This is an optimization exercise on Yosys and OpenROAD, whose aim is small area, a short achievable clock period and few clock cycles per item, not a production implementation.
The RTL was checked by simulation tests, not by an equivalence proof against the original design.
Power and IR drop assume default switching activity.

==> design/flow/design.v <==
`default_nettype none
module bvsoc_search (
  input  wire logic        clk_i,
  input  wire logic        rst_ni,
  input  wire logic        en_i,
  input  wire logic        v_i,
  input  wire logic        w_i,
  input  wire logic        ld_i,
  input  wire logic        sd_i,
  input  wire logic [13:0] a_i,
  input  wire logic [13:0] l_i,
  output      logic        v_o,
  output      logic        ld_o,
  output      logic        sd_o,
  output      logic [13:0] a_o,
  output      logic [13:0] l_o,
  output      logic [6:0]  soc_o
);
  function automatic logic greater(input logic [13:0] x, input logic [13:0] y);
    logic [13:0] g, p;
    logic [12:0] gg, pp;
    g = x & ~y;
    p = x | ~y;
    gg[0] = g[2] | (p[2] & g[1]);
    pp[0] = p[2] & p[1];
    gg[1] = gg[0] | (pp[0] & g[0]);
    pp[1] = pp[0] & p[0];
    gg[2] = g[4] | (p[4] & g[3]);
    pp[2] = p[4] & p[3];
    gg[3] = g[6] | (p[6] & g[5]);
    pp[3] = p[6] & p[5];
    gg[4] = gg[3] | (pp[3] & gg[2]);
    pp[4] = pp[3] & pp[2];
    gg[5] = gg[4] | (pp[4] & gg[1]);
    pp[5] = pp[4] & pp[1];
    gg[6] = g[9] | (p[9] & g[8]);
    pp[6] = p[9] & p[8];
    gg[7] = gg[6] | (pp[6] & g[7]);
    pp[7] = pp[6] & p[7];
    gg[8] = g[11] | (p[11] & g[10]);
    pp[8] = p[11] & p[10];
    gg[9] = g[13] | (p[13] & g[12]);
    pp[9] = p[13] & p[12];
    gg[10] = gg[9] | (pp[9] & gg[8]);
    pp[10] = pp[9] & pp[8];
    gg[11] = gg[10] | (pp[10] & gg[7]);
    pp[11] = pp[10] & pp[7];
    gg[12] = gg[11] | (pp[11] & gg[5]);
    pp[12] = pp[11] & pp[5];
    greater = gg[12];
  endfunction
  logic        v2_q, w2_q, ld2_q, sd2_q, lt0_2_q, gt99_2_q;
  logic [13:0] a2_q, l2_q;
  logic [2:0]  b2_q;
  logic        v3_q, w3_q, ld3_q, sd3_q, lt0_3_q, gt99_3_q;
  logic [13:0] a3_q, l3_q;
  logic [4:0]  b3_q;
  logic        v4_q, w4_q, ld4_q, sd4_q, lt0_4_q, gt99_4_q;
  logic [13:0] a4_q, l4_q;
  logic [6:0]  b4_q;
  logic [13:0] t0_q;
  logic [13:0] t99_q;
  logic [13:0] t49_q;
  logic [13:0] t24_q;
  logic [13:0] t74_q;
  logic [13:0] t12_q;
  logic [13:0] t36_q;
  logic [13:0] t61_q;
  logic [13:0] t86_q;
  always_ff @(posedge clk_i) begin
    if (w_i) begin
      case (l_i[6:0])
        7'd0: t0_q <= a_i;
        7'd99: t99_q <= a_i;
        7'd49: t49_q <= a_i;
        7'd24: t24_q <= a_i;
        7'd74: t74_q <= a_i;
        7'd12: t12_q <= a_i;
        7'd36: t36_q <= a_i;
        7'd61: t61_q <= a_i;
        7'd86: t86_q <= a_i;
        default: ;
      endcase
    end
  end
  logic [6:0] b1;
  logic c0;
  assign c0 = greater(a_i, t49_q);
  assign b1[0] = c0;
  logic c1_0;
  assign c1_0 = greater(a_i, t24_q);
  logic c1_1;
  assign c1_1 = greater(a_i, t74_q);
  assign b1[1] = (b1[0] ? c1_1 : c1_0);
  logic c2_00;
  assign c2_00 = greater(a_i, t12_q);
  logic c2_01;
  assign c2_01 = greater(a_i, t36_q);
  logic c2_10;
  assign c2_10 = greater(a_i, t61_q);
  logic c2_11;
  assign c2_11 = greater(a_i, t86_q);
  assign b1[2] = (b1[1] ? (b1[0] ? c2_11 : c2_01) : (b1[0] ? c2_10 : c2_00));
  logic lt0, gt99;
  assign lt0  = greater(t0_q, a_i);
  assign gt99 = greater(a_i, t99_q);
  always_ff @(posedge clk_i or negedge rst_ni) begin
    if (!rst_ni) begin
      v2_q  <= 1'b0;
      w2_q  <= 1'b0;
      ld2_q <= 1'b0;
      sd2_q <= 1'b0;
    end else if (en_i) begin
      v2_q  <= v_i;
      w2_q  <= w_i;
      ld2_q <= ld_i;
      sd2_q <= sd_i;
    end
  end
  always_ff @(posedge clk_i) begin
    if (en_i) begin
      a2_q <= a_i;
      l2_q <= l_i;
      b2_q <= b1[2:0];
      lt0_2_q  <= lt0;
      gt99_2_q <= gt99;
    end
  end
  logic [13:0] t6_q;
  logic [13:0] t18_q;
  logic [13:0] t30_q;
  logic [13:0] t42_q;
  logic [13:0] t55_q;
  logic [13:0] t67_q;
  logic [13:0] t80_q;
  logic [13:0] t92_q;
  logic [13:0] t3_q;
  logic [13:0] t9_q;
  logic [13:0] t15_q;
  logic [13:0] t21_q;
  logic [13:0] t27_q;
  logic [13:0] t33_q;
  logic [13:0] t39_q;
  logic [13:0] t45_q;
  logic [13:0] t52_q;
  logic [13:0] t58_q;
  logic [13:0] t64_q;
  logic [13:0] t70_q;
  logic [13:0] t77_q;
  logic [13:0] t83_q;
  logic [13:0] t89_q;
  logic [13:0] t95_q;
  always_ff @(posedge clk_i) begin
    if (w2_q) begin
      case (l2_q[6:0])
        7'd6: t6_q <= a2_q;
        7'd18: t18_q <= a2_q;
        7'd30: t30_q <= a2_q;
        7'd42: t42_q <= a2_q;
        7'd55: t55_q <= a2_q;
        7'd67: t67_q <= a2_q;
        7'd80: t80_q <= a2_q;
        7'd92: t92_q <= a2_q;
        7'd3: t3_q <= a2_q;
        7'd9: t9_q <= a2_q;
        7'd15: t15_q <= a2_q;
        7'd21: t21_q <= a2_q;
        7'd27: t27_q <= a2_q;
        7'd33: t33_q <= a2_q;
        7'd39: t39_q <= a2_q;
        7'd45: t45_q <= a2_q;
        7'd52: t52_q <= a2_q;
        7'd58: t58_q <= a2_q;
        7'd64: t64_q <= a2_q;
        7'd70: t70_q <= a2_q;
        7'd77: t77_q <= a2_q;
        7'd83: t83_q <= a2_q;
        7'd89: t89_q <= a2_q;
        7'd95: t95_q <= a2_q;
        default: ;
      endcase
    end
  end
  logic [6:0] b2;
  assign b2[2:0] = b2_q;
  logic [7:0] d2;   
  assign d2 = 8'd1 << b2_q;
  logic c3;
  assign c3 = greater(a2_q, ({14{d2[0]}} & t6_q) | ({14{d2[4]}} & t18_q) | ({14{d2[2]}} & t30_q) | ({14{d2[6]}} & t42_q) | ({14{d2[1]}} & t55_q) | ({14{d2[5]}} & t67_q) | ({14{d2[3]}} & t80_q) | ({14{d2[7]}} & t92_q));
  assign b2[3] = c3;
  logic c4_0;
  assign c4_0 = greater(a2_q, ({14{d2[0]}} & t3_q) | ({14{d2[4]}} & t15_q) | ({14{d2[2]}} & t27_q) | ({14{d2[6]}} & t39_q) | ({14{d2[1]}} & t52_q) | ({14{d2[5]}} & t64_q) | ({14{d2[3]}} & t77_q) | ({14{d2[7]}} & t89_q));
  logic c4_1;
  assign c4_1 = greater(a2_q, ({14{d2[0]}} & t9_q) | ({14{d2[4]}} & t21_q) | ({14{d2[2]}} & t33_q) | ({14{d2[6]}} & t45_q) | ({14{d2[1]}} & t58_q) | ({14{d2[5]}} & t70_q) | ({14{d2[3]}} & t83_q) | ({14{d2[7]}} & t95_q));
  assign b2[4] = (b2[3] ? c4_1 : c4_0);
  always_ff @(posedge clk_i or negedge rst_ni) begin
    if (!rst_ni) begin
      v3_q  <= 1'b0;
      w3_q  <= 1'b0;
      ld3_q <= 1'b0;
      sd3_q <= 1'b0;
    end else if (en_i) begin
      v3_q  <= v2_q;
      w3_q  <= w2_q;
      ld3_q <= ld2_q;
      sd3_q <= sd2_q;
    end
  end
  always_ff @(posedge clk_i) begin
    if (en_i) begin
      a3_q <= a2_q;
      l3_q <= l2_q;
      b3_q <= b2[4:0];
      lt0_3_q  <= lt0_2_q;
      gt99_3_q <= gt99_2_q;
    end
  end
  logic [13:0] t1_q;
  logic [13:0] t4_q;
  logic [13:0] t7_q;
  logic [13:0] t10_q;
  logic [13:0] t13_q;
  logic [13:0] t16_q;
  logic [13:0] t19_q;
  logic [13:0] t22_q;
  logic [13:0] t25_q;
  logic [13:0] t28_q;
  logic [13:0] t31_q;
  logic [13:0] t34_q;
  logic [13:0] t37_q;
  logic [13:0] t40_q;
  logic [13:0] t43_q;
  logic [13:0] t47_q;
  logic [13:0] t50_q;
  logic [13:0] t53_q;
  logic [13:0] t56_q;
  logic [13:0] t59_q;
  logic [13:0] t62_q;
  logic [13:0] t65_q;
  logic [13:0] t68_q;
  logic [13:0] t72_q;
  logic [13:0] t75_q;
  logic [13:0] t78_q;
  logic [13:0] t81_q;
  logic [13:0] t84_q;
  logic [13:0] t87_q;
  logic [13:0] t90_q;
  logic [13:0] t93_q;
  logic [13:0] t97_q;
  logic [13:0] t2_q;
  logic [13:0] t5_q;
  logic [13:0] t8_q;
  logic [13:0] t11_q;
  logic [13:0] t14_q;
  logic [13:0] t17_q;
  logic [13:0] t20_q;
  logic [13:0] t23_q;
  logic [13:0] t26_q;
  logic [13:0] t29_q;
  logic [13:0] t32_q;
  logic [13:0] t35_q;
  logic [13:0] t38_q;
  logic [13:0] t41_q;
  logic [13:0] t44_q;
  logic [13:0] t46_q;
  logic [13:0] t48_q;
  logic [13:0] t51_q;
  logic [13:0] t54_q;
  logic [13:0] t57_q;
  logic [13:0] t60_q;
  logic [13:0] t63_q;
  logic [13:0] t66_q;
  logic [13:0] t69_q;
  logic [13:0] t71_q;
  logic [13:0] t73_q;
  logic [13:0] t76_q;
  logic [13:0] t79_q;
  logic [13:0] t82_q;
  logic [13:0] t85_q;
  logic [13:0] t88_q;
  logic [13:0] t91_q;
  logic [13:0] t94_q;
  logic [13:0] t96_q;
  logic [13:0] t98_q;
  always_ff @(posedge clk_i) begin
    if (w3_q) begin
      case (l3_q[6:0])
        7'd1: t1_q <= a3_q;
        7'd4: t4_q <= a3_q;
        7'd7: t7_q <= a3_q;
        7'd10: t10_q <= a3_q;
        7'd13: t13_q <= a3_q;
        7'd16: t16_q <= a3_q;
        7'd19: t19_q <= a3_q;
        7'd22: t22_q <= a3_q;
        7'd25: t25_q <= a3_q;
        7'd28: t28_q <= a3_q;
        7'd31: t31_q <= a3_q;
        7'd34: t34_q <= a3_q;
        7'd37: t37_q <= a3_q;
        7'd40: t40_q <= a3_q;
        7'd43: t43_q <= a3_q;
        7'd47: t47_q <= a3_q;
        7'd50: t50_q <= a3_q;
        7'd53: t53_q <= a3_q;
        7'd56: t56_q <= a3_q;
        7'd59: t59_q <= a3_q;
        7'd62: t62_q <= a3_q;
        7'd65: t65_q <= a3_q;
        7'd68: t68_q <= a3_q;
        7'd72: t72_q <= a3_q;
        7'd75: t75_q <= a3_q;
        7'd78: t78_q <= a3_q;
        7'd81: t81_q <= a3_q;
        7'd84: t84_q <= a3_q;
        7'd87: t87_q <= a3_q;
        7'd90: t90_q <= a3_q;
        7'd93: t93_q <= a3_q;
        7'd97: t97_q <= a3_q;
        7'd2: t2_q <= a3_q;
        7'd5: t5_q <= a3_q;
        7'd8: t8_q <= a3_q;
        7'd11: t11_q <= a3_q;
        7'd14: t14_q <= a3_q;
        7'd17: t17_q <= a3_q;
        7'd20: t20_q <= a3_q;
        7'd23: t23_q <= a3_q;
        7'd26: t26_q <= a3_q;
        7'd29: t29_q <= a3_q;
        7'd32: t32_q <= a3_q;
        7'd35: t35_q <= a3_q;
        7'd38: t38_q <= a3_q;
        7'd41: t41_q <= a3_q;
        7'd44: t44_q <= a3_q;
        7'd46: t46_q <= a3_q;
        7'd48: t48_q <= a3_q;
        7'd51: t51_q <= a3_q;
        7'd54: t54_q <= a3_q;
        7'd57: t57_q <= a3_q;
        7'd60: t60_q <= a3_q;
        7'd63: t63_q <= a3_q;
        7'd66: t66_q <= a3_q;
        7'd69: t69_q <= a3_q;
        7'd71: t71_q <= a3_q;
        7'd73: t73_q <= a3_q;
        7'd76: t76_q <= a3_q;
        7'd79: t79_q <= a3_q;
        7'd82: t82_q <= a3_q;
        7'd85: t85_q <= a3_q;
        7'd88: t88_q <= a3_q;
        7'd91: t91_q <= a3_q;
        7'd94: t94_q <= a3_q;
        7'd96: t96_q <= a3_q;
        7'd98: t98_q <= a3_q;
        default: ;
      endcase
    end
  end
  logic [6:0] b3;
  assign b3[4:0] = b3_q;
  logic [31:0] d3;   
  assign d3 = 32'd1 << b3_q;
  logic c5;
  assign c5 = greater(a3_q, ({14{d3[0]}} & t1_q) | ({14{d3[16]}} & t4_q) | ({14{d3[8]}} & t7_q) | ({14{d3[24]}} & t10_q) | ({14{d3[4]}} & t13_q) | ({14{d3[20]}} & t16_q) | ({14{d3[12]}} & t19_q) | ({14{d3[28]}} & t22_q) | ({14{d3[2]}} & t25_q) | ({14{d3[18]}} & t28_q) | ({14{d3[10]}} & t31_q) | ({14{d3[26]}} & t34_q) | ({14{d3[6]}} & t37_q) | ({14{d3[22]}} & t40_q) | ({14{d3[14]}} & t43_q) | ({14{d3[30]}} & t47_q) | ({14{d3[1]}} & t50_q) | ({14{d3[17]}} & t53_q) | ({14{d3[9]}} & t56_q) | ({14{d3[25]}} & t59_q) | ({14{d3[5]}} & t62_q) | ({14{d3[21]}} & t65_q) | ({14{d3[13]}} & t68_q) | ({14{d3[29]}} & t72_q) | ({14{d3[3]}} & t75_q) | ({14{d3[19]}} & t78_q) | ({14{d3[11]}} & t81_q) | ({14{d3[27]}} & t84_q) | ({14{d3[7]}} & t87_q) | ({14{d3[23]}} & t90_q) | ({14{d3[15]}} & t93_q) | ({14{d3[31]}} & t97_q));
  assign b3[5] = c5;
  logic c6_0;
  assign c6_0 = greater(a3_q, ({14{d3[30]}} & t46_q) | ({14{d3[29]}} & t71_q) | ({14{d3[31]}} & t96_q));
  logic c6_1;
  assign c6_1 = greater(a3_q, ({14{d3[0]}} & t2_q) | ({14{d3[16]}} & t5_q) | ({14{d3[8]}} & t8_q) | ({14{d3[24]}} & t11_q) | ({14{d3[4]}} & t14_q) | ({14{d3[20]}} & t17_q) | ({14{d3[12]}} & t20_q) | ({14{d3[28]}} & t23_q) | ({14{d3[2]}} & t26_q) | ({14{d3[18]}} & t29_q) | ({14{d3[10]}} & t32_q) | ({14{d3[26]}} & t35_q) | ({14{d3[6]}} & t38_q) | ({14{d3[22]}} & t41_q) | ({14{d3[14]}} & t44_q) | ({14{d3[30]}} & t48_q) | ({14{d3[1]}} & t51_q) | ({14{d3[17]}} & t54_q) | ({14{d3[9]}} & t57_q) | ({14{d3[25]}} & t60_q) | ({14{d3[5]}} & t63_q) | ({14{d3[21]}} & t66_q) | ({14{d3[13]}} & t69_q) | ({14{d3[29]}} & t73_q) | ({14{d3[3]}} & t76_q) | ({14{d3[19]}} & t79_q) | ({14{d3[11]}} & t82_q) | ({14{d3[27]}} & t85_q) | ({14{d3[7]}} & t88_q) | ({14{d3[23]}} & t91_q) | ({14{d3[15]}} & t94_q) | ({14{d3[31]}} & t98_q));
  assign b3[6] = (b3[5] ? c6_1 : c6_0);
  always_ff @(posedge clk_i or negedge rst_ni) begin
    if (!rst_ni) begin
      v4_q  <= 1'b0;
      w4_q  <= 1'b0;
      ld4_q <= 1'b0;
      sd4_q <= 1'b0;
    end else if (en_i) begin
      v4_q  <= v3_q;
      w4_q  <= w3_q;
      ld4_q <= ld3_q;
      sd4_q <= sd3_q;
    end
  end
  always_ff @(posedge clk_i) begin
    if (en_i) begin
      a4_q <= a3_q;
      l4_q <= l3_q;
      b4_q <= b3[6:0];
      lt0_4_q  <= lt0_3_q;
      gt99_4_q <= gt99_3_q;
    end
  end
  logic [6:0] hi;
  assign hi = (b4_q[6] ? (b4_q[5] ? (b4_q[4] ? (b4_q[3] ? (b4_q[2] ? (b4_q[1] ? (b4_q[0] ? 7'd99 : 7'd49) : (b4_q[0] ? 7'd74 : 7'd24)) : (b4_q[1] ? (b4_q[0] ? 7'd86 : 7'd36) : (b4_q[0] ? 7'd61 : 7'd12))) : (b4_q[2] ? (b4_q[1] ? (b4_q[0] ? 7'd92 : 7'd42) : (b4_q[0] ? 7'd67 : 7'd18)) : (b4_q[1] ? (b4_q[0] ? 7'd80 : 7'd30) : (b4_q[0] ? 7'd55 : 7'd6)))) : (b4_q[3] ? (b4_q[2] ? (b4_q[1] ? (b4_q[0] ? 7'd95 : 7'd45) : (b4_q[0] ? 7'd70 : 7'd21)) : (b4_q[1] ? (b4_q[0] ? 7'd83 : 7'd33) : (b4_q[0] ? 7'd58 : 7'd9))) : (b4_q[2] ? (b4_q[1] ? (b4_q[0] ? 7'd89 : 7'd39) : (b4_q[0] ? 7'd64 : 7'd15)) : (b4_q[1] ? (b4_q[0] ? 7'd77 : 7'd27) : (b4_q[0] ? 7'd52 : 7'd3))))) : (b4_q[4] ? (b4_q[3] ? (b4_q[2] ? (b4_q[1] ? (b4_q[0] ? 7'd97 : 7'd47) : (b4_q[0] ? 7'd72 : 7'd22)) : (b4_q[1] ? (b4_q[0] ? 7'd84 : 7'd34) : (b4_q[0] ? 7'd59 : 7'd10))) : (b4_q[2] ? (b4_q[1] ? (b4_q[0] ? 7'd90 : 7'd40) : (b4_q[0] ? 7'd65 : 7'd16)) : (b4_q[1] ? (b4_q[0] ? 7'd78 : 7'd28) : (b4_q[0] ? 7'd53 : 7'd4)))) : (b4_q[3] ? (b4_q[2] ? (b4_q[1] ? (b4_q[0] ? 7'd93 : 7'd43) : (b4_q[0] ? 7'd68 : 7'd19)) : (b4_q[1] ? (b4_q[0] ? 7'd81 : 7'd31) : (b4_q[0] ? 7'd56 : 7'd7))) : (b4_q[2] ? (b4_q[1] ? (b4_q[0] ? 7'd87 : 7'd37) : (b4_q[0] ? 7'd62 : 7'd13)) : (b4_q[1] ? (b4_q[0] ? 7'd75 : 7'd25) : (b4_q[0] ? 7'd50 : 7'd1)))))) : (b4_q[5] ? (b4_q[4] ? (b4_q[3] ? (b4_q[2] ? (b4_q[1] ? (b4_q[0] ? 7'd98 : 7'd48) : (b4_q[0] ? 7'd73 : 7'd23)) : (b4_q[1] ? (b4_q[0] ? 7'd85 : 7'd35) : (b4_q[0] ? 7'd60 : 7'd11))) : (b4_q[2] ? (b4_q[1] ? (b4_q[0] ? 7'd91 : 7'd41) : (b4_q[0] ? 7'd66 : 7'd17)) : (b4_q[1] ? (b4_q[0] ? 7'd79 : 7'd29) : (b4_q[0] ? 7'd54 : 7'd5)))) : (b4_q[3] ? (b4_q[2] ? (b4_q[1] ? (b4_q[0] ? 7'd94 : 7'd44) : (b4_q[0] ? 7'd69 : 7'd20)) : (b4_q[1] ? (b4_q[0] ? 7'd82 : 7'd32) : (b4_q[0] ? 7'd57 : 7'd8))) : (b4_q[2] ? (b4_q[1] ? (b4_q[0] ? 7'd88 : 7'd38) : (b4_q[0] ? 7'd63 : 7'd14)) : (b4_q[1] ? (b4_q[0] ? 7'd76 : 7'd26) : (b4_q[0] ? 7'd51 : 7'd2))))) : (b4_q[4] ? (b4_q[3] ? (b4_q[2] ? (b4_q[1] ? (b4_q[0] ? 7'd96 : 7'd46) : (b4_q[0] ? 7'd71 : 7'd22)) : (b4_q[1] ? (b4_q[0] ? 7'd84 : 7'd34) : (b4_q[0] ? 7'd59 : 7'd10))) : (b4_q[2] ? (b4_q[1] ? (b4_q[0] ? 7'd90 : 7'd40) : (b4_q[0] ? 7'd65 : 7'd16)) : (b4_q[1] ? (b4_q[0] ? 7'd78 : 7'd28) : (b4_q[0] ? 7'd53 : 7'd4)))) : (b4_q[3] ? (b4_q[2] ? (b4_q[1] ? (b4_q[0] ? 7'd93 : 7'd43) : (b4_q[0] ? 7'd68 : 7'd19)) : (b4_q[1] ? (b4_q[0] ? 7'd81 : 7'd31) : (b4_q[0] ? 7'd56 : 7'd7))) : (b4_q[2] ? (b4_q[1] ? (b4_q[0] ? 7'd87 : 7'd37) : (b4_q[0] ? 7'd62 : 7'd13)) : (b4_q[1] ? (b4_q[0] ? 7'd75 : 7'd25) : (b4_q[0] ? 7'd50 : 7'd1)))))));
  assign soc_o = lt0_4_q ? 7'd0 : (gt99_4_q ? 7'd100 : hi);
  assign v_o  = v4_q;
  assign ld_o = ld4_q;
  assign sd_o = sd4_q;
  assign a_o  = a4_q;
  assign l_o  = l4_q;
endmodule
`default_nettype wire
`default_nettype none
module bvsoc_queue #(
  parameter int unsigned Width = 24
) (
  input  wire logic             clk_i,
  input  wire logic             rst_ni,
  input  wire logic             en_i,
  input  wire logic             in_valid_i,
  output      logic             in_stall_o,
  input  wire logic [Width-1:0] in_word_i,
  output      logic             valid_o,
  output      logic [Width-1:0] word_o
);
  logic             skid_v_q, head_v_q;
  logic [Width-1:0] skid_q, head_q;
  assign in_stall_o = skid_v_q;
  always_ff @(posedge clk_i or negedge rst_ni) begin
    if (!rst_ni) begin
      skid_v_q <= 1'b0;
      head_v_q <= 1'b0;
    end else if (en_i) begin
      skid_v_q <= 1'b0;
      head_v_q <= skid_v_q | in_valid_i;
    end else if (in_valid_i) begin
      skid_v_q <= 1'b1;
    end
  end
  always_ff @(posedge clk_i) begin
    if (en_i) begin
      head_q <= skid_v_q ? skid_q : in_word_i;
    end else if (!skid_v_q) begin
      skid_q <= in_word_i;
    end
  end
  assign valid_o = head_v_q;
  assign word_o  = head_q;
endmodule
`default_nettype wire
`default_nettype none
module bvsoc_front #(
  parameter int unsigned TableEntries = 100
) (
  input  wire logic        clk_i,
  input  wire logic        rst_ni,
  input  wire logic        en_i,
  input  wire logic        valid_i,
  input  wire logic [23:0] word_i,
  input  wire logic        cfg_valid_i,
  input  wire logic [1:0]  cfg_index_i,
  input  wire logic [3:0]  cfg_data_i,
  output      logic        valid_o,
  output      logic        write_o,
  output      logic        ldone_o,
  output      logic        sdone_o,
  output      logic [6:0]  index_o,
  output      logic [13:0] value_o,
  output      logic [30:0] lsum_o,
  output      logic [30:0] ssum_o
);
  logic        cmd;
  logic [22:0] sample;
  logic [6:0]  index;
  logic [15:0] mv;
  logic        is_sample, is_write;
  assign cmd       = word_i[23];
  assign sample    = word_i[22:0];
  assign index     = word_i[22:16];
  assign mv        = word_i[15:0];
  assign is_sample = valid_i & ~cmd;
  assign is_write  = valid_i & cmd & ({1'b0, index} < TableEntries);
  logic [8:0]  lsel_q, ssel_q;
  logic [8:0]  lleft_q, sleft_q;
  logic        lclr_q, sclr_q;
  logic [30:0] lsum_q, ssum_q;
  logic        lwrap, swrap;
  logic [8:0]  cfg_sel;
  assign cfg_sel = (cfg_data_i > 4'd8) ? 9'h100 : (9'd1 << cfg_data_i);
  function automatic logic [30:0] align(input logic [22:0] s, input logic [8:0] sel);
    logic [30:0] y;
    y = '0;
    for (int k = 0; k < 9; k++) begin
      y = y | ({31{sel[k]}} & ({8'd0, s} << (8 - k)));
    end
    align = y;
  endfunction
  assign lwrap = lleft_q == 9'd1;
  assign swrap = sleft_q == 9'd1;
  always_ff @(posedge clk_i or negedge rst_ni) begin
    if (!rst_ni) begin
      lsel_q  <= 9'h100;
      ssel_q  <= 9'h010;
      lleft_q <= 9'd256;
      sleft_q <= 9'd16;
      lclr_q  <= 1'b1;
      sclr_q  <= 1'b1;
      valid_o <= 1'b0;
      write_o <= 1'b0;
      ldone_o <= 1'b0;
      sdone_o <= 1'b0;
    end else begin
      if (en_i) begin
        valid_o <= valid_i;
        write_o <= is_write;
        ldone_o <= is_sample & lwrap;
        sdone_o <= is_sample & swrap;
        if (is_sample) begin
          lclr_q  <= lwrap;
          sclr_q  <= swrap;
          lleft_q <= lwrap ? lsel_q : lleft_q - 9'd1;
          sleft_q <= swrap ? ssel_q : sleft_q - 9'd1;
        end
      end
      if (cfg_valid_i && cfg_index_i == 2'd0) begin
        lsel_q  <= cfg_sel;
        lleft_q <= cfg_sel;
        lclr_q  <= 1'b1;
      end
      if (cfg_valid_i && cfg_index_i == 2'd1) begin
        ssel_q  <= cfg_sel;
        sleft_q <= cfg_sel;
        sclr_q  <= 1'b1;
      end
    end
  end
  always_ff @(posedge clk_i) begin
    if (en_i) begin
      if (is_sample) begin
        lsum_q <= (lclr_q ? 31'd0 : lsum_q) + align(sample, lsel_q);
        ssum_q <= (sclr_q ? 31'd0 : ssum_q) + align(sample, ssel_q);
      end
      index_o <= index;
      value_o <= (|mv[15:14]) ? 14'h3fff : mv[13:0];
    end
  end
  assign lsum_o = lsum_q;
  assign ssum_o = ssum_q;
endmodule
`default_nettype wire
`default_nettype none
module bvsoc_back (
  input  wire logic        clk_i,
  input  wire logic        rst_ni,
  input  wire logic        en_i,
  input  wire logic        valid_i,
  input  wire logic        write_i,
  input  wire logic        ldone_i,
  input  wire logic        sdone_i,
  input  wire logic [6:0]  index_i,
  input  wire logic [13:0] value_i,
  input  wire logic [30:0] lsum_i,
  input  wire logic [30:0] ssum_i,
  output      logic        out_valid_o,
  output      logic [45:0] res_o
);
  function automatic logic [12:0] div_low(input logic [19:0] x);
    div_low = {1'b0, x[19:8]} + {4'd0, x[19:11]} + {6'd0, x[19:13]}
            - {9'd0, x[19:16]} + 13'd4;
  endfunction
  function automatic logic [13:0] div_high(input logic [19:0] x, input logic [12:0] w);
    logic [23:0] t;
    t = {1'b0, x, 3'b000} + {6'd0, x[19:2]} - {8'd0, x[19:4]} + {11'd0, w};
    div_high = t[23:10];
  endfunction
  logic        vc_q, wc_q, ldc_q, sdc_q;
  logic [19:0] lxc_q, sxc_q;
  logic [12:0] lwc_q, swc_q;
  always_ff @(posedge clk_i or negedge rst_ni) begin
    if (!rst_ni) begin
      vc_q  <= 1'b0;
      wc_q  <= 1'b0;
      ldc_q <= 1'b0;
      sdc_q <= 1'b0;
    end else if (en_i) begin
      vc_q  <= valid_i;
      wc_q  <= write_i;
      ldc_q <= ldone_i;
      sdc_q <= sdone_i;
    end
  end
  always_ff @(posedge clk_i) begin
    if (en_i) begin
      lxc_q <= write_i ? {13'd0, index_i} : lsum_i[30:11];
      sxc_q <= write_i ? {6'd0, value_i} : ssum_i[30:11];
      lwc_q <= div_low(lsum_i[30:11]);
      swc_q <= div_low(ssum_i[30:11]);
    end
  end
  logic        vd_q, wd_q, ldd_q, sdd_q;
  logic [13:0] lqd_q, sqd_q;
  always_ff @(posedge clk_i or negedge rst_ni) begin
    if (!rst_ni) begin
      vd_q  <= 1'b0;
      wd_q  <= 1'b0;
      ldd_q <= 1'b0;
      sdd_q <= 1'b0;
    end else if (en_i) begin
      vd_q  <= vc_q;
      wd_q  <= wc_q;
      ldd_q <= ldc_q;
      sdd_q <= sdc_q;
    end
  end
  always_ff @(posedge clk_i) begin
    if (en_i) begin
      lqd_q <= wc_q ? lxc_q[13:0] : div_high(lxc_q, lwc_q);
      sqd_q <= wc_q ? sxc_q[13:0] : div_high(sxc_q, swc_q);
    end
  end
  logic        vs, lds, sds;
  logic [13:0] ls, as;
  logic [6:0]  soc;
  bvsoc_search u_search (
    .clk_i  (clk_i),
    .rst_ni (rst_ni),
    .en_i   (en_i),
    .v_i    (vd_q),
    .w_i    (wd_q),
    .ld_i   (ldd_q),
    .sd_i   (sdd_q),
    .a_i    (sqd_q),
    .l_i    (lqd_q),
    .v_o    (vs),
    .ld_o   (lds),
    .sd_o   (sds),
    .a_o    (as),
    .l_o    (ls),
    .soc_o  (soc)
  );
  logic        out_v_q, ld_q, sd_q, init_q;
  logic [13:0] lavg_q, savg_q;
  logic [6:0]  soc_q;
  always_ff @(posedge clk_i or negedge rst_ni) begin
    if (!rst_ni) begin
      out_v_q <= 1'b0;
      ld_q    <= 1'b0;
      sd_q    <= 1'b0;
      init_q  <= 1'b0;
      lavg_q  <= '0;
      savg_q  <= '0;
      soc_q   <= '0;
    end else if (en_i) begin
      out_v_q <= vs;
      ld_q    <= lds;
      sd_q    <= sds;
      if (lds) begin
        lavg_q <= ls;
        init_q <= 1'b1;
      end
      if (sds) begin
        savg_q <= as;
        soc_q  <= soc;
      end
    end
  end
  assign out_valid_o = out_v_q;
  assign res_o = {2'b00, lavg_q, ld_q, 2'b00, savg_q, sd_q, soc_q, 4'b0000, init_q};
endmodule
`default_nettype wire
`default_nettype none
module battery_voltage_average_soc_lookup #(
  parameter int unsigned TABLE_ENTRIES = 100
) (
  input  wire logic        clk_i,
  input  wire logic        rst_ni,
  input  wire logic        in_valid_i,
  output      logic        in_stall_o,
  input  wire logic        cmd_i,
  input  wire logic [22:0] sample_uv_i,
  input  wire logic [6:0]  entry_index_i,
  input  wire logic [15:0] entry_mv_i,
  output      logic        out_valid_o,
  input  wire logic        out_stall_i,
  output      logic [15:0] long_avg_mv_o,
  output      logic        long_done_o,
  output      logic [15:0] short_avg_mv_o,
  output      logic        short_done_o,
  output      logic [10:0] soc_x16_o,
  output      logic        init_seen_o,
  input  wire logic        cfg_valid_i,
  output      logic        cfg_ready_o,
  input  wire logic [1:0]  cfg_index_i,
  input  wire logic [3:0]  cfg_data_i
);
  logic        en;
  logic        v0, v1, w1, ld1, sd1;
  logic [23:0] in_word, word0;
  logic [6:0]  index1;
  logic [13:0] value1;
  logic [30:0] lsum1, ssum1;
  logic [45:0] res;
  assign en = ~(out_valid_o & out_stall_i);
  assign in_word = {cmd_i, cmd_i ? {entry_index_i, entry_mv_i} : sample_uv_i};
  bvsoc_queue #(
    .Width (24)
  ) u_queue (
    .clk_i      (clk_i),
    .rst_ni     (rst_ni),
    .en_i       (en),
    .in_valid_i (in_valid_i),
    .in_stall_o (in_stall_o),
    .in_word_i  (in_word),
    .valid_o    (v0),
    .word_o     (word0)
  );
  bvsoc_front #(
    .TableEntries (TABLE_ENTRIES)
  ) u_front (
    .clk_i       (clk_i),
    .rst_ni      (rst_ni),
    .en_i        (en),
    .valid_i     (v0),
    .word_i      (word0),
    .cfg_valid_i (cfg_valid_i),
    .cfg_index_i (cfg_index_i),
    .cfg_data_i  (cfg_data_i),
    .valid_o     (v1),
    .write_o     (w1),
    .ldone_o     (ld1),
    .sdone_o     (sd1),
    .index_o     (index1),
    .value_o     (value1),
    .lsum_o      (lsum1),
    .ssum_o      (ssum1)
  );
  bvsoc_back u_back (
    .clk_i       (clk_i),
    .rst_ni      (rst_ni),
    .en_i        (en),
    .valid_i     (v1),
    .write_i     (w1),
    .ldone_i     (ld1),
    .sdone_i     (sd1),
    .index_i     (index1),
    .value_i     (value1),
    .lsum_i      (lsum1),
    .ssum_i      (ssum1),
    .out_valid_o (out_valid_o),
    .res_o       (res)
  );
  assign cfg_ready_o = 1'b1;
  assign {long_avg_mv_o, long_done_o, short_avg_mv_o, short_done_o,
          soc_x16_o, init_seen_o} = res;
endmodule
`default_nettype wire
==> design/flow/run.sh <==
#!/bin/bash
# synth_recipe.tcl (not shown) runs the flow's synth.tcl, then flattens the netlist and writes it again
# the make line also repeats each setting of config.mk as NAME=value (left out here)
make -C /OpenROAD-flow-scripts/flow DESIGN_CONFIG=/design/flow/config.mk WORK_HOME=/design/flow/orfs CLKGATE_MAP_FILE= SYNTH_SCRIPT=/design/flow/synth_recipe.tcl finish
==> design/flow/config.mk <==
export PLATFORM = sky130hd
export DESIGN_NAME = battery_voltage_average_soc_lookup
export DESIGN_NICKNAME = battery_voltage_average_soc_lookup
export VERILOG_FILES = /design/flow/design.v
export SDC_FILE = /design/flow/constraint.sdc
export NUM_CORES = 4
export LEC_CHECK = 0
export ABC_CLOCK_PERIOD_IN_PS = 3000
export CAP_MARGIN = 20
export CORE_MARGIN = 2
export CORE_UTILIZATION = 40
export SETUP_SLACK_MARGIN = 5
export SLEW_MARGIN = 20
==> design/flow/constraint.sdc <==
create_clock -name core_clock -period 8.0 [get_ports {clk_i}]
set_input_delay 1.6000 -clock core_clock [delete_from_list [all_inputs] [get_ports {clk_i}]]
set_output_delay 1.6000 -clock core_clock [all_outputs]
set_load 0.01 [all_outputs]
==> key figures, run 1 <==
Clocking
  – Worst-Skew Late Latency: 830 ps
  – CTS Buf Count: 183
  – # hold bufs at CTS: 0
  – Root buf cell: clkbuf_16
  – CTS max path bufs: 3
  – H-tree Lvls: 4
  – Clk sink count: 1832
  – Clock transition at the registers of the reported paths: 60 ps
  – TritonCTS clock tree: built

Layout
  – Fin area: 98500 um^2
  – Most common cell after layout, fill and taps aside: edfxtp_1
  – Proportion of layout cells with a drive suffix above 1: 0.243
  – # nets final: 6644
  – Final Non-Filler Cells: 9115
  – Commonest cells after routing, fill and taps aside: 1730 x edfxtp_1, 459 x buf_4, 403 x a22oi_1, 359 x nand2_1, 277 x inv_1
  – Filler cells: 16900
  – Antenna Cells: 0
  – Area grow syn2layout: 21.6%

Placement
  – PortBufs: 97
  – Dpl cells: 8362
  – Placed Area: 86600 um^2
  – Pre-CTS setup slack: 2970 ps
  – RD Place Congestion: 0.895
  – DPL Wire Length: 145000 um

Power and ir drop
  – Net Sw Frac: 0.381
  – Reg power frac: 0.319
  – Switch Pwr: 17.3 mW
  – Internal power: 28.2 mW
  – Peak supply drop: 0.393 mV
  – Static leakage: 35.7 nW
  – Power share of the combinational group: 0.494
  – Pwr/cell area: 461 nW/um^2
  – Clock group share of total power: 0.187

Floorplanning
  – Die X: 454 um
  – # rows: 165
  – Die ar.: 206000 um^2
  – Boundary pin count: 107
  – Initial Util: 0.402
  – Core ar.: 202000 um^2
  – Die Span Y: 454 um

GRT
  – Vias in the first global route: 52900
  – Largest net degree at the start of global routing: 75
  – Initial antenna violation count: 4
  – GRT Total Usage: 0.237
  – Gr ovfl total: 0
  – First-pass GRT wire length: 361000 um

Yosys
  – Mapped Cells: 5717
  – Mapped cell area: 81000 um^2
  – Synth cell types: 94
  – #FFs+latches synth: 1832
  – Synth async-reset ratio: 0.0557
  – Warnings from Yosys: 4
  – Number of flops mapped to enable cells by yosys: 1730
  – Mean area per synthesized cell: 14.2 um^2
  – Post-synth top flop: edfxtp_1
  – Sequential area share after synthesis: 0.673

Worst setup path
  – CP max FO: 15
  – Critical path, cell by cell: buf_6 > buf_4 > or3b_4 > nor2_4 > buf_4 > a22oi_1 > nand4_1 > nor4_1 > maj3_1 > maj3_1 > maj3_1 > nand2_1 > a211oi_2 > a211oi_2 > nor3_2
  – Startpoint Class: flop
  – R2R depth: 15
  – Req. time, crit path: 8580 ps
  – Crit end category: flop
  – Critical path class: reg2reg
  – Most frequent CP cell: maj3_1
  – Arrival time at the worst endpoint: 4910 ps
  – R2R setup slack: 3670 ps
  – CP max stage cell: or3b_4
  – Slowest stage delay, CP: 450 ps

Min path
  – Min-delay worst type: reg2reg
  – Worst hold stages: 0

STA
  – Final WS setup: 3670 ps
  – Final critical-path required period: 4330 ps
  – Final Hold Vio Count: 0
  – Max Slew Vio Count: 0
  – Max_slew headroom: 0.211
  – Final hold slack: 411 ps
  – Clk_skew: 47.1 ps
  – Finish-stage setup viols: 0
  – Post-route setup TNS: 0 ps
  – F_max: 231 MHz
  – Setup repair after global routing missed its margin: true
  – Final period util: 0.541
  – Least-Margin Pin Slew: 1180 ps

Drt
  – First-pass DRT Iterations: 9
  – Wire per inst: 27.5 um
  – ANT nets after route: 0
  – 1st-iter DRT viols: 7590
  – Total number of vias: 54400
  – Drt drc: 0
  – Vias/cell: 5.97
  – Routed wire length: 251000 um

Flow run
  – Max Cap Viol: 0

Status
  – Status: timing/DRC/antenna clean
## worst max-delay path: cells and delay by family (launching register included)
kind,cells,cell delay (ps)
AOI/OAI and AO/OA,3,520
adders and majority gates,3,1140
buffers and inverters,3,650
DFF,1,380
and+or+nand+nor,6,1390
## cell families (layout without fill, tap and decap cells)
| logic type | Yosys count | count (layout) | share of synthesized area |
|---|---|---|---|
| AO/OA/AOI/OAI | 1301 | 1301 | 0.117 |
| XOR/XNOR | 99 | 99 | 0.0107 |
| adder cells (fa/ha/maj) | 379 | 379 | 0.0626 |
| buffers and inverters | 635 | 1353 | 0.0304 |
| flip-flops | 1832 | 1832 | 0.673 |
| multiplexers | 175 | 175 | 0.0271 |
| other | 2 | 9 | 0.0000927 |
| AND/OR/NAND/NOR | 1294 | 1295 | 0.0788 |
## layer usage
metal | vias up | track usage | share of wire
li1 | 23400 | - | -
met2 | 3067 | 0.392 | 0.48
met3 | 547 | 0.0449 | 0.097
met5 | - | 0 | 0
met4 | 0 | 0.0876 | 0.041
met1 | 27400 | 0.310 | 0.38
## through the flow
stage / utilization / power (mW)
detailed placement: 0.430 / 31.8
finish: 0.488 / 45.5
global route: 0.488 / 47.9
floorplan: - / 26.5
global placement: 0.429 / 31.4
CTS: 0.481 / 43.6
## synth_stat cells, drive strengths merged, types with 112 or more instances
| cell | count | area share |
|---|---|---|
| nand3 | 171 | 0.011 |
| a21oi | 155 | 0.0096 |
| ha | 216 | 0.033 |
| edfxtp | 1730 | 0.64 |
| nor2 | 250 | 0.012 |
| o21ai | 159 | 0.0098 |
| a221oi | 112 | 0.012 |
| a22oi | 408 | 0.038 |
| and3 | 121 | 0.0093 |
| inv | 304 | 0.014 |
| clkbuf | 246 | 0.011 |
| nand2 | 365 | 0.017 |
## power by group through the flow
| stage | Sequential [mW] | Combinational (mW) | Clock (mW) |
|---|---|---|---|
| after detailed placement | 15.1 | 16.7 | 0 |
| final | 14.5 | 22.4 | 8.51 |
| after CTS | 14.5 | 20.5 | 8.59 |
| after global routing | 14.6 | 24.3 | 8.96 |
| after floorplan | 14.7 | 11.8 | 0 |
| after global placement | 15.0 | 16.4 | 0 |
## sequential cells by signal (all words and copies together), names as in the netlist, 20 cells and up
| name | cells |
|---|---|
| u_back.lxc_q | 20 |
| u_back.sxc_q | 20 |
| u_front.lsum_q | 31 |
| u_front.ssum_q | 31 |
| u_queue.head_q | 24 |
| u_queue.skid_q | 24 |
## worst paths after layout
path	startpoint	end
max reg2reg	u_back.u_search.b3_q[2]	u_back.u_search.b4_q[6]
min	u_back.lqd_q[8]	u_back.u_search.l2_q[8]
max	u_back.u_search.b3_q[2]	u_back.u_search.b4_q[6]
min in group asynchronous	rst_ni	u_back.sdd_q
min reg2reg	u_back.lqd_q[8]	u_back.u_search.l2_q[8]
max in group asynchronous	rst_ni	u_front.ssel_q[1]
## layout make-up
type                       instances  area (um^2)  area share
sequential                      1832        54600       0.554
multi-input combinational       3258        26800       0.273
timing repair buffer             711         6660      0.0676
clock buffer                     231         4890      0.0497
tap                             2672         3340      0.0339
inverter                         311         1210      0.0123
clock inverter                    99          963     0.00978
timing repair inverter             1         11.3    0.000114
## timing repair
action                                  CTS  global route
endpoints found under the hold margin     0             0
pin swaps                               199           167
endpoints found under the setup margin  297           118
setup buffers                           330            74
resized for setup                       568           189
gates cloned                             15             3
Testbench counts, summed over its fixed seeds: cycles 9,408, items 9,216.
==> run 2, diff against run 1 <==
--- a/design/flow/config.mk
+++ b/design/flow/config.mk
@@ -5,9 +5,10 @@
 export SDC_FILE = /design/flow/constraint.sdc
 export NUM_CORES = 4
 export LEC_CHECK = 0
-export ABC_CLOCK_PERIOD_IN_PS = 3000
+export ABC_AREA = 1
 export CAP_MARGIN = 20
 export CORE_MARGIN = 2
 export CORE_UTILIZATION = 40
+export PLACE_DENSITY = 0.45
 export SETUP_SLACK_MARGIN = 5
 export SLEW_MARGIN = 20
==> run 2 against run 1 <==
Global-route usage rose by 4.7 points. Flip-flop and latch count stayed put. Clock power rose by 9.2%. Sequential power barely moved. Count of clock-buffer cells in the layout increased by 36. Combinational power grew 44%. Power up 24%. Cell count rose by 27%. Register-to-register slack gained 920 ps. Design area rose by 7.3%. Fmax up 27%. Sequential share of layout area decreased by 3.8 points. Largest power group unchanged.
==> key figures, run 2 <==
Status
  – Status: timing/DRC/antenna clean

Power and ir drop
  – Internal power: 32.2 mW
  – Static leakage: 41.8 nW
  – Power share of the combinational group: 0.573
  – Net Sw Frac: 0.427
  – Switch Pwr: 24.0 mW
  – Reg power frac: 0.261
  – Pwr/cell area: 531 nW/um^2
  – Peak supply drop: 0.714 mV
  – Clock group share of total power: 0.165
  – Final Power: 56.2 mW

GRT
  – Largest net degree at the start of global routing: 80
  – First-pass GRT wire length: 442000 um
  – GRT Total Usage: 0.284
  – Initial antenna violation count: 9
  – Vias in the first global route: 60900
  – Gr ovfl total: 0

Drt
  – Metal-1 WL: 127000 um
  – Met3 routed WL: 21000 um
  – First-pass DRT Iterations: 6
  – Routed wire length: 319000 um
  – Total number of vias: 63500
  – 1st-iter DRT viols: 6746
  – Vias/cell: 5.48
  – Detail Route met2 WL: 156000 um
  – ANT nets after route: 0
  – Top Layer Used: met4
  – Drt drc: 0
  – Wire per inst: 27.5 um

Worst setup path
  – R2R setup slack: 4590 ps
  – R2R depth: 13
  – RR Startpoint: u_front.ssum_q[28]
  – Req. time, crit path: 8580 ps
  – Crit end category: flop
  – Worst R2R End: u_back.swc_q[11]
  – Startpoint Class: flop
  – Critical Path Start: u_front.ssum_q[28]
  – CP max FO: 3
  – Critical path class: reg2reg
  – Arrival time at the worst endpoint: 3990 ps
  – Critical Path Sink: u_back.swc_q[11]

Floorplanning
  – Die ar.: 215000 um^2
  – Boundary pin count: 107
  – # rows: 168
  – Die Span Y: 464 um
  – Die X: 464 um
  – Initial Util: 0.403
  – Core ar.: 210000 um^2

STA
  – F_max: 294 MHz
  – Post-route setup TNS: 0 ps
  – Setup repair after global routing missed its margin: true
  – Max Slew Vio Count: 0
  – Final period util: 0.426
  – Least-Margin Pin Slew: 1240 ps
  – Clk_skew: 48.8 ps
  – Final critical-path required period: 3410 ps
  – Final Hold Vio Count: 0
  – Max_slew headroom: 0.170
  – Finish-stage setup viols: 0

Yosys
  – #FFs+latches synth: 1832
  – Post-Synth XOR/XNOR Area: 0.0101
  – Synth cell types: 65
  – Multiplexer share of the synthesized area: 0.00198
  – Combinational family with the most area after synthesis: simple AND/OR/NAND/NOR gates
  – Sequential area share after synthesis: 0.645
  – Number of flops mapped to enable cells by yosys: 1730
  – Post-synth top cells: 2255 x nand2_1, 1730 x edfxtp_1, 767 x nor2_1
  – Synth top area cells: edfxtp_1 61%, nand2_1 10%, nor2_1 3.4%
  – Top cell type's share of synthesized area: 0.615
  – Mapped cell area: 84500 um^2
  – Synth Area in Simple Gates: 0.178
  – Mean area per synthesized cell: 10.8 um^2
  – Post-synth top flop: edfxtp_1
  – Most common cell in the netlist: nand2_1
  – Adder-Cell Fraction of Synth Area: 0.0491
  – Synth area leader: edfxtp_1
  – Complex-gate fraction of the synthesized area: 0.0707
  – Mapped Cells: 7836
  – Warnings from Yosys: 4
  – Synth async-reset ratio: 0.0557

Clocking
  – CTS Buf Count: 202
  – Worst-Skew Late Latency: 860 ps
  – CTS max path bufs: 3
  – Clock transition at the registers of the reported paths: 60 ps
  – Root buf cell: clkbuf_16
  – Clk sink count: 1832
  – TritonCTS clock tree: built
  – H-tree Lvls: 4

Flow run
  – Max Cap Viol: 0

Placement
  – DPL Wire Length: 188000 um
  – PortBufs: 97
  – RD Place Congestion: 0.883

Layout
  – Most common cell after layout, fill and taps aside: nand2_1
  – Biggest regs: u_front.lsum_q (31), u_front.ssum_q (31)
  – Proportion of layout cells with a drive suffix above 1: 0.210
  – Area grow syn2layout: 25.2%
  – Filler cells: 18900
  – Commonest cells after routing, fill and taps aside: 2148 x nand2_1, 1730 x edfxtp_1, 665 x nor2_1, 545 x buf_4, 523 x inv_1
  – # nets final: 8958

Min path
  – Min-delay worst type: reg2reg
==> run 2: cell count changes after synthesis, sizes merged, moves of 117 or more <==
cell,change
a21oi,+187
a22oi,-371
and3,-117
inv,+320
nand2,+1894
nand4,+188
nor2,+534
==> run 2: kinds of logic (layout without fill, tap and decap cells) <==
family / Yosys count / count (layout)
muxes: 15 / 15
other: 2 / 12
buffers and inverters: 945 / 1883
DFF: 1832 / 1832
and+or+nand+nor: 3652 / 3655
AOI/OAI and AO/OA: 1005 / 1005
xor gates and xnor gates: 97 / 97
adders and majority gates: 288 / 288
==> run 2: worst min-delay path by stage <==
| stage | startpoint | end | slack, ps | cells after the start |
|---|---|---|---|---|
| after CTS | u_back.lqd_q[7] | u_back.u_search.l2_q[7] | 410 | 0 |
| after global placement | u_back.u_search.l3_q[7] | u_back.u_search.l4_q[7] | 400 | 0 |
| after floorplan | u_back.u_search.gt99_2_q | u_back.u_search.gt99_3_q | 400 | 0 |
| after global routing | u_back.lqd_q[7] | u_back.u_search.l2_q[7] | 420 | 0 |
| after detailed placement | u_back.lqd_q[11] | u_back.u_search.l2_q[11] | 410 | 0 |
| final | u_back.lqd_q[11] | u_back.u_search.l2_q[11] | 420 | 0 |
==> run 2: repair_timing <==
| action | in CTS | in global routing |
|---|---|---|
| cloned | 31 | 18 |
| endpoints found under the setup margin | 375 | 123 |
| gates resized for setup | 843 | 410 |
| buffers inserted | 375 | 142 |
| pin swaps | 172 | 225 |
| endpoints found under the hold margin | 0 | 0 |
| hold buffers | 0 | 0 |
==> run 2: area by class of cell <==
class	instances	area [um^2]	share of cell area
clock inverters	109	1040	0.00987
inverters	644	2820	0.0267
diodes	3	7.51	0.0000710
repair buffers	849	8650	0.0818
clock buffers	267	5540	0.0524
well taps	2805	3510	0.0332
flip-flops and latches	1832	54600	0.516
multi-input cells	5069	29500	0.279
repair inverters	14	120	0.00114
==> run 2: power by group through the flow <==
| stage | Sequential [mW] | Combinational (mW) | Clock [mW] |
|---|---|---|---|
| 2_1_floorplan | 14.9 | 14.4 | 0 |
| 5_1_grt | 14.8 | 34.9 | 9.79 |
| 6_report | 14.7 | 32.2 | 9.29 |
| 3_3_place_gp | 15.1 | 21.6 | 0 |
| 4_1_cts | 14.7 | 28.3 | 9.44 |
| 3_5_place_dp | 15.1 | 21.6 | 0 |
==> run 2: stage by stage <==
stage	cell area, um^2	cells	utilization	hold WS, ps	setup slack, ps
after floorplan	84800	7843	-	400	4500
after global placement	89600	10600	0.427	402	3340
after detailed placement	89600	10600	0.427	406	3270
after CTS	102000	11400	0.488	412	4470
after global routing	106000	11600	0.504	423	4450
final	106000	11600	0.504	416	4590
==> run 2: layer usage <==
| metal | vias to the layer above | GRT usage |
|---|---|---|
| met5 | - | 0 |
| met2 | 2546 | 0.489 |
| met1 | 31500 | 0.366 |
| li1 | 28800 | - |
| met3 | 644 | 0.0372 |
| met4 | 0 | 0.101 |
==> run 2: critical path, stage by stage, from the launching register on <==
cell and delay [ps]:
edfxtp_1 460, fa_1 530, inv_2 40, fa_2 340, fa_2 510, fa_2 440, a31oi_4 170, o21ai_2 100
a21oi_2 150, o21bai_2 80, a21oi_1 140, nor2_1 50, nor2_1 110, xor2_1 70

-- separate check: timing with driven ports --
How much do the figures lean on ideal ports? The routed layouts below were timed once more, with nothing changed but the port constraints. Step 1, drivers: a clkbuf_16 drives clk_i and a buf_2 each remaining input, both assumed. Step 2 also shifts input and output timing later by t, the mid clock arrival at the registers, as if the neighbouring blocks saw the same clock. a / b / c = ideal ports / drivers / drivers and shift; a / b = the first two.
run	t, ns	setup slack, ns	worst data-port slew with drivers (ns)
run 1	0.883	3.675 / 3.675 / 3.675	0.11
run 2	0.925	4.595 / 4.595 / 4.224	0.06
After both steps every run listed still meets setup and hold. For run 2, which loses most, drivers alone change the setup slack by 0.000 ns; drivers and shift together by -0.371 ns.
